This design comes from an exercise in tuning for small area, a short achievable clock period and few clock cycles per item on the open sky130 flow, not from production work.
In this exercise RTL edits were held to simulation tests only and were not proved equivalent to the original.
Power figures rest on the tool's default switching activity, not on a simulated workload.

**flow/design.v**
```verilog
`default_nettype none
package skinny_data_pkg;
   typedef logic [128-1:0] block_t;
   typedef logic [8-1:0] cell_t;
   typedef logic [6-1:0] rc_t;
   typedef struct packed {
      block_t tk1;  
      block_t tk2;  
      block_t tk3;  
   } tweakey_t;
endpackage
`default_nettype wire
`default_nettype none
package skinny_ctrl_pkg;
   typedef enum logic [1:0] {
      st_idle,
      st_run,
      st_done
   } ctrl_state_t;
   typedef logic [6-1:0] round_t;
endpackage
`default_nettype wire
`timescale 1ns/10ps
`default_nettype none
module skinny_round_ctrl (
   input  wire logic clk,
   input  wire logic rst,
   input  wire logic start,
   input  wire logic last_round,
   output logic      load,
   output logic      advance,
   output logic      busy,
   output logic      done
);
   skinny_ctrl_pkg::ctrl_state_t state;
   skinny_ctrl_pkg::ctrl_state_t state_nxt;
   assign load    = (state == skinny_ctrl_pkg::st_idle) && start;  
   assign advance = (state == skinny_ctrl_pkg::st_run);
   assign busy    = (state == skinny_ctrl_pkg::st_run);
   assign done    = (state == skinny_ctrl_pkg::st_done);
   always_comb begin
      state_nxt = state;
      case (state)
         skinny_ctrl_pkg::st_idle: begin
            if (start) begin
               state_nxt = skinny_ctrl_pkg::st_run;
            end
         end
         skinny_ctrl_pkg::st_run: begin
            if (last_round) begin
               state_nxt = skinny_ctrl_pkg::st_done;
            end
         end
         default: state_nxt = skinny_ctrl_pkg::st_idle;  
      endcase
   end
   always_ff @(posedge clk) begin
      if (rst) begin
         state <= skinny_ctrl_pkg::st_idle;
      end else begin
         state <= state_nxt;
      end
   end
endmodule
`default_nettype wire
`timescale 1ns/10ps
`default_nettype none
import skinny_data_pkg::*;
module skinny_round_counter (
   input  wire logic            clk,
   input  wire logic            rst,
   input  wire logic            load,
   input  wire logic            advance,
   output skinny_data_pkg::rc_t rc,
   output logic                 last_round
);
   skinny_ctrl_pkg::round_t round_idx;
   skinny_data_pkg::rc_t    lfsr;
   assign rc = {lfsr[4:0], lfsr[5] ^ lfsr[4] ^ 1'b1};
   assign last_round = (round_idx == skinny_ctrl_pkg::round_t'(40 - 1));
   always_ff @(posedge clk) begin
      if (rst || load) begin
         round_idx <= '0;
         lfsr      <= '0;
      end else if (advance) begin
         round_idx <= round_idx + 1'b1;
         lfsr      <= rc;
      end
   end
endmodule
`default_nettype wire
`timescale 1ns/10ps
`default_nettype none
module skinny_sbox_layer (
   input  wire skinny_data_pkg::block_t state_in,
   output skinny_data_pkg::block_t      state_out
);
   localparam int CW    = 8;
   localparam int CELLS = 128 / CW;
   function automatic logic cfn(input logic x, input logic y, input logic z);
      cfn = ~(x | y) ^ z;
   endfunction
   function automatic skinny_data_pkg::cell_t sbox8(input skinny_data_pkg::cell_t si);
      logic [7:0] a;
      a[0] = cfn(si[7], si[6], si[4]);
      a[1] = cfn(si[3], si[2], si[0]);
      a[2] = cfn(si[2], si[1], si[6]);
      a[3] = cfn(a[0], a[1], si[5]);
      a[4] = cfn(a[1], si[3], si[1]);
      a[5] = cfn(a[2], a[3], si[7]);
      a[6] = cfn(a[3], a[0], si[3]);
      a[7] = cfn(a[4], a[5], si[2]);
      sbox8 = {a[3], a[0], a[1], a[6], a[4], a[2], a[5], a[7]};
   endfunction
   for (genvar i = 0; i < CELLS; i++) begin : g_cell
      assign state_out[i*CW +: CW] = sbox8(state_in[i*CW +: CW]);
   end
endmodule
`default_nettype wire
`timescale 1ns/10ps
`default_nettype none
module skinny_round_datapath (
   input  wire logic                     clk,
   input  wire logic                     rst,
   input  wire logic                     load,
   input  wire logic                     advance,
   input  wire skinny_data_pkg::block_t   plaintext,
   input  wire skinny_data_pkg::tweakey_t round_tk,
   input  wire skinny_data_pkg::rc_t      rc,
   output skinny_data_pkg::block_t        ciphertext
);
   skinny_data_pkg::block_t state_q;
   skinny_data_pkg::block_t sb;
   skinny_data_pkg::block_t tk_x;
   skinny_data_pkg::block_t rtk;
   skinny_data_pkg::block_t atk;
   skinny_data_pkg::block_t shr;
   skinny_data_pkg::block_t mxc;
   skinny_sbox_layer u_sbox (
      .state_in  (state_q),
      .state_out (sb)
   );
   assign tk_x = round_tk.tk1 ^ round_tk.tk2 ^ round_tk.tk3;
   assign rtk = {tk_x[127:64], 64'h0} ^
                {4'h0, rc[3:0], 24'h0, 6'h0, rc[5:4], 24'h0, 8'h02, 56'h0};
   assign atk = sb ^ rtk;
   assign shr[127:96] = atk[127:96];
   assign shr[95:64]  = {atk[71:64], atk[95:72]};
   assign shr[63:32]  = {atk[47:32], atk[63:48]};
   assign shr[31:0]   = {atk[23:0], atk[31:24]};
   assign mxc[127:96] = shr[127:96] ^ shr[63:32] ^ shr[31:0];
   assign mxc[95:64]  = shr[127:96];
   assign mxc[63:32]  = shr[95:64] ^ shr[63:32];
   assign mxc[31:0]   = shr[127:96] ^ shr[63:32];
   always_ff @(posedge clk) begin
      if (rst) begin
         state_q <= '0;
      end else if (load) begin
         state_q <= plaintext;
      end else if (advance) begin
         state_q <= mxc;  
      end
   end
   assign ciphertext = state_q;
endmodule
`default_nettype wire
`timescale 1ns/10ps
`default_nettype none
module skinny_tweakey_schedule (
   input  wire logic                     clk,
   input  wire logic                     rst,
   input  wire logic                     load,
   input  wire logic                     advance,
   input  wire skinny_data_pkg::tweakey_t tweakey,
   output skinny_data_pkg::tweakey_t      round_tk
);
   localparam int W     = 128;
   localparam int CW    = 8;
   localparam int CELLS = W / CW;
   localparam logic [CELLS*4-1:0] PERM = 64'h9F8DAECB01234567;
   skinny_data_pkg::tweakey_t tk_q;
   skinny_data_pkg::tweakey_t tk_p;
   skinny_data_pkg::tweakey_t tk_nxt;
   function automatic skinny_data_pkg::block_t permute(input skinny_data_pkg::block_t ki);
      skinny_data_pkg::block_t ko;
      for (int p = 0; p < CELLS; p++) begin
         ko[W-1-p*CW -: CW] = ki[W-1-int'(PERM[CELLS*4-1-p*4 -: 4])*CW -: CW];
      end
      permute = ko;
   endfunction
   function automatic skinny_data_pkg::cell_t lfsr2(input skinny_data_pkg::cell_t x);
      lfsr2 = {x[6:0], x[7] ^ x[5]};
   endfunction
   function automatic skinny_data_pkg::cell_t lfsr3(input skinny_data_pkg::cell_t x);
      lfsr3 = {x[0] ^ x[6], x[7:1]};
   endfunction
   always_comb begin
      tk_p.tk1 = permute(tk_q.tk1);
      tk_p.tk2 = permute(tk_q.tk2);
      tk_p.tk3 = permute(tk_q.tk3);
      tk_nxt   = tk_p;  
      for (int p = 0; p < CELLS / 2; p++) begin
         tk_nxt.tk2[W-1-p*CW -: CW] = lfsr2(tk_p.tk2[W-1-p*CW -: CW]);
         tk_nxt.tk3[W-1-p*CW -: CW] = lfsr3(tk_p.tk3[W-1-p*CW -: CW]);
      end
   end
   always_ff @(posedge clk) begin
      if (rst) begin
         tk_q <= '0;
      end else if (load) begin
         tk_q <= tweakey;
      end else if (advance) begin
         tk_q <= tk_nxt;
      end
   end
   assign round_tk = tk_q;
endmodule
`default_nettype wire
`timescale 1ns/10ps
`default_nettype none
module skinny_core (
   input  wire logic                     clk,
   input  wire logic                     rst,
   input  wire logic                     start,
   input  wire skinny_data_pkg::block_t   plaintext,
   input  wire skinny_data_pkg::tweakey_t tweakey,
   output logic                          busy,
   output logic                          done,
   output skinny_data_pkg::block_t        ciphertext
);
   logic     load;
   logic     advance;
   logic     last_round;
   skinny_data_pkg::rc_t      rc;
   skinny_data_pkg::tweakey_t round_tk;
   skinny_round_ctrl u_ctrl (
      .clk        (clk),
      .rst        (rst),
      .start      (start),
      .last_round (last_round),
      .load       (load),
      .advance    (advance),
      .busy       (busy),
      .done       (done)
   );
   skinny_round_counter u_counter (
      .clk        (clk),
      .rst        (rst),
      .load       (load),
      .advance    (advance),
      .rc         (rc),
      .last_round (last_round)
   );
   skinny_tweakey_schedule u_schedule (
      .clk      (clk),
      .rst      (rst),
      .load     (load),
      .advance  (advance),
      .tweakey  (tweakey),
      .round_tk (round_tk)
   );
   skinny_round_datapath u_datapath (
      .clk        (clk),
      .rst        (rst),
      .load       (load),
      .advance    (advance),
      .plaintext  (plaintext),
      .round_tk   (round_tk),
      .rc         (rc),
      .ciphertext (ciphertext)
   );
endmodule
`default_nettype wire
```
**flow/run.sh**
```bash
#!/bin/bash
# synth_recipe.tcl (not shown) runs the flow's synth.tcl, then flattens the netlist and writes it again
# the make line also repeats each setting of config.mk as NAME=value (left out here)
make -C /OpenROAD-flow-scripts/flow DESIGN_CONFIG=/design/flow/config.mk WORK_HOME=/design/flow/orfs CLKGATE_MAP_FILE= SYNTH_SCRIPT=/design/flow/synth_recipe.tcl finish
```
**flow/config.mk**
```make
export PLATFORM = sky130hd
export DESIGN_NAME = skinny_core
export DESIGN_NICKNAME = skinny_core
export VERILOG_FILES = /design/flow/design.v
export SDC_FILE = /design/flow/constraint.sdc
export NUM_CORES = 4
export LEC_CHECK = 0
export CAP_MARGIN = 20
export CORE_MARGIN = 2
export CORE_UTILIZATION = 40
export SLEW_MARGIN = 20
```
**flow/constraint.sdc**
```tcl
create_clock -name core_clock -period 4.5 [get_ports {clk}]
set_input_delay 0.9000 -clock core_clock [delete_from_list [all_inputs] [get_ports {clk}]]
set_output_delay 0.9000 -clock core_clock [all_outputs]
set_load 0.01 [all_outputs]
```
==> notes.md <==
run status complete, no violations; Ys Warns 5; top_reg_cell synth dfxtp_1; GRT Total Usage 0.342; Routed WL 127 mm; Synth top area share 0.380; synthesized area around 28,000 µm²; FF-to-FF Start u_datapath.state_q[99]$_SDFFE_PP0P_; Fin Setup TNS 0 ps; CTS resizes 0; reg2reg path depth 7; DIE WIDTH around 270 µm; CP startpoint kind flip-flop; synth top area cells dfxtp_1 38%, a311oi_1 12%, nand2_1 11%, xnor2_1 8.9%, nor2_1 8.1%; Layout Skew 23.6 ps; Worst setup EP type primary output; clk latency of the worst-skew pair 640 ps; max-cap viol count 0; Min Clock Period, post-route 3530 ps; slowest stage delay, CP roughly 700 ps; I/O pin count about 650; r2r endpoint u_datapath.state_q[97]$_SDFFE_PP0P_; DIE AREA between 70,000 and 80,000 µm²; hold path startpoint u_counter.lfsr[5]$_SDFFE_PP0P_; 1st-iter DRT viols 3,440; largest net degree at the start of global routing 205; clock slew at reported path FFs 60 ps; top post-synthesis cells by count 821 x nand2_1, 600 x nor2_1, 526 x dfxtp_1; IO buf count 644; Max Slew Vio Count 0; GPL Wtd Cong 0.953; Critical Path, Cell by Cell nand2b_4, inv_2, clkdlybuf4s50_1; Synth Net Count between 4,000 and 5,000; initial antenna violation count 4; static leakage around 14 nW; share of layout cells above drive strength 1 0.0408; first-pass GRT wire length between 150 and 200 mm; DR WL/cell 25.2 µm; Final period util 0.785; Hold EP u_counter.lfsr[5]$_SDFFE_PP0P_; CP arrival 2630 ps; CP max FO 19; Mapped Avg Cell Area 7.65 µm²; core region area 68,600 µm²; # setup viols final 0; Hold Path Stages 2; pwr/cell area 622 nW/µm²; DR vias 28,800; total chip power 22.8 mW; Worst Tran Pin Value ~1100 ps; Hold WS approximately 460 ps; CTS Sinks ~530; count leader, synth nand2_1; DR vias/cell 5.69; starting density of the core 0.405; Worst Setup SP u_ctrl.state[1]$_SDFFE_PP0P_; Post-synth ARST share 0; setup slack, reg-to-reg ~1200 ps; Yosys cell types 63; Cells after Synth approximately 3,600; cts hold-fix bufs 0; Setup CP Type reg2out; vias in the first global route 26,600; area grow syn2layout 32.4%; Die Ht 267 µm; Longest Clk Path Bufs 3; grt ovf 0; achievable frequency 283 MHz; worst min path class reg2reg; CTS tree built; row cnt 96; number of synthesized register bits 526; Setup Buffers After CTS 0; TritonCTS buffer count between 50 and 60; detailed-route DRC error count 0; slowest cell on the critical path dfxtp_1; Root Driver clkbuf_16; EDFF count, synth 0; cell taking the most area after synthesis dfxtp_1; Hold Violations, Final 0; Worst EP required 3600 ps; worst vdd ir a little over 0.3 mV; final net count ~4,600; RSZ-0062 raised after global routing no; Slew headroom 0.267; H-tree lvl count 2; drt first pass iters 9; register area share after synthesis 0.380; Final ANT Viol Nets 0; Post-DP HPWL 97.8 mm
-- kinds of logic after synthesis --
family	share of synthesized area
and+or+nand+nor	0.244
AOI/OAI and AO/OA	0.190
DFF	0.380
xor gates and xnor gates	0.132
buffers and inverters	0.0473
muxes	0.00649
adders and majority gates	0.000451
-- report_power, final --
group	switching, mW	total (mW)	internal [mW]
Clock	2.12	5.03	2.92
Sequential	1.26	6.61	5.35
Combinational	6.42	11.2	4.79
-- cell type report --
class	count	area [µm²]
fillers	6715	31900
multi-input cells	2756	15900
flip-flops and latches	526	10500
repair buffers	684	6950
clock buffers	85	1700
well taps	931	1160
clock inverters	23	279
inverters	43	161
diodes	4	10.0
-- critical path, delay by kind of cell (launching register included) --
kind / cells / cell delay (ps)
AND/OR/NAND/NOR: 1 / 470
buffers and inverters: 2 / 820
flip-flops: 1 / 700
-- worst max path at each step --
stage / cells past startpoint / end
final: 3 / busy
after global routing: 3 / busy
after CTS: 3 / busy
after detailed placement: 7 / u_schedule.tk_q[69]$_SDFFE_PP0P_
after global placement: 7 / u_schedule.tk_q[179]$_SDFFE_PP0P_
after floorplan: 9 / u_datapath.state_q[48]$_SDFFE_PP0P_
-- placed cells by master, fill, tap and decap left out, types with 16 or more instances in the layout --
cell | netlist | routed
a311oi_1 | 370 | 370
inv_1 | 42 | 42
xor2_1 | 110 | 110
a21oi_1 | 89 | 89
or3_1 | 34 | 34
mux2i_1 | 18 | 18
xnor2_1 | 282 | 282
o22ai_1 | 31 | 31
and2_1 | 23 | 23
clkbuf_16 | 0 | 59
a211oi_1 | 34 | 34
nor3_1 | 67 | 67
dfxtp_1 | 526 | 526
buf_4 | 0 | 24
buf_12 | 0 | 16
a222oi_1 | 23 | 23
o21ai_0 | 69 | 69
nand3_1 | 23 | 23
nor2_1 | 600 | 599
nand3b_1 | 19 | 19
clkdlybuf4s50_1 | 0 | 643
o211ai_1 | 24 | 24
nand2_1 | 821 | 821
-- routing by layer --
layer,part of all wire,global-route usage,up-vias
met1,0.41,0.448,13800
li1,-,-,13400
met5,0,0,-
met3,0.082,0.0466,223
met2,0.46,0.560,1343
met4,0.047,0.154,0
-- registers in the layout, summed over array words and instances, names as in the netlist --
register             flops
u_datapath.state_q     128
u_ctrl.state             2
u_schedule.tk_q        384
u_counter.lfsr           6
u_counter.round_idx      6
-- stage by stage --
step,instances,instance area (µm²),setup WS [ps],utilization
floorplan,3625,27700,1900,-
global placement,4940,34700,1230,0.507
detailed placement,4940,34700,1170,0.507
CTS,5048,36700,910,0.535
global route,5052,36700,870,0.536
finish,5052,36700,968,0.536
Testbench counts, summed over its fixed seeds: cycles 16,120, items 384.

-- separate check: timing with driven ports --
How much do the figures lean on ideal ports? The routed layout below was timed once more, with nothing changed but the port constraints.
Step 1, drivers: a clkbuf_16 drives clk and a buf_2 each remaining input, both assumed.
Step 2 moves the port delays by t, midway between the first and last clock arrival at a register: inputs arrive t later, outputs are due t later. That takes back most of the time a late clock gives input paths.
Slacks: no drivers / after step 1 / after step 2; pairs: no drivers / after step 1.
t (ns): 0.689
setup slack, ns: 0.968 / 0.904 / 1.138
worst setup path at the end: input to register
After both steps setup and hold are still met in this run. For this run, drivers alone change the setup slack by -0.064 ns; drivers and shift together by +0.170 ns.
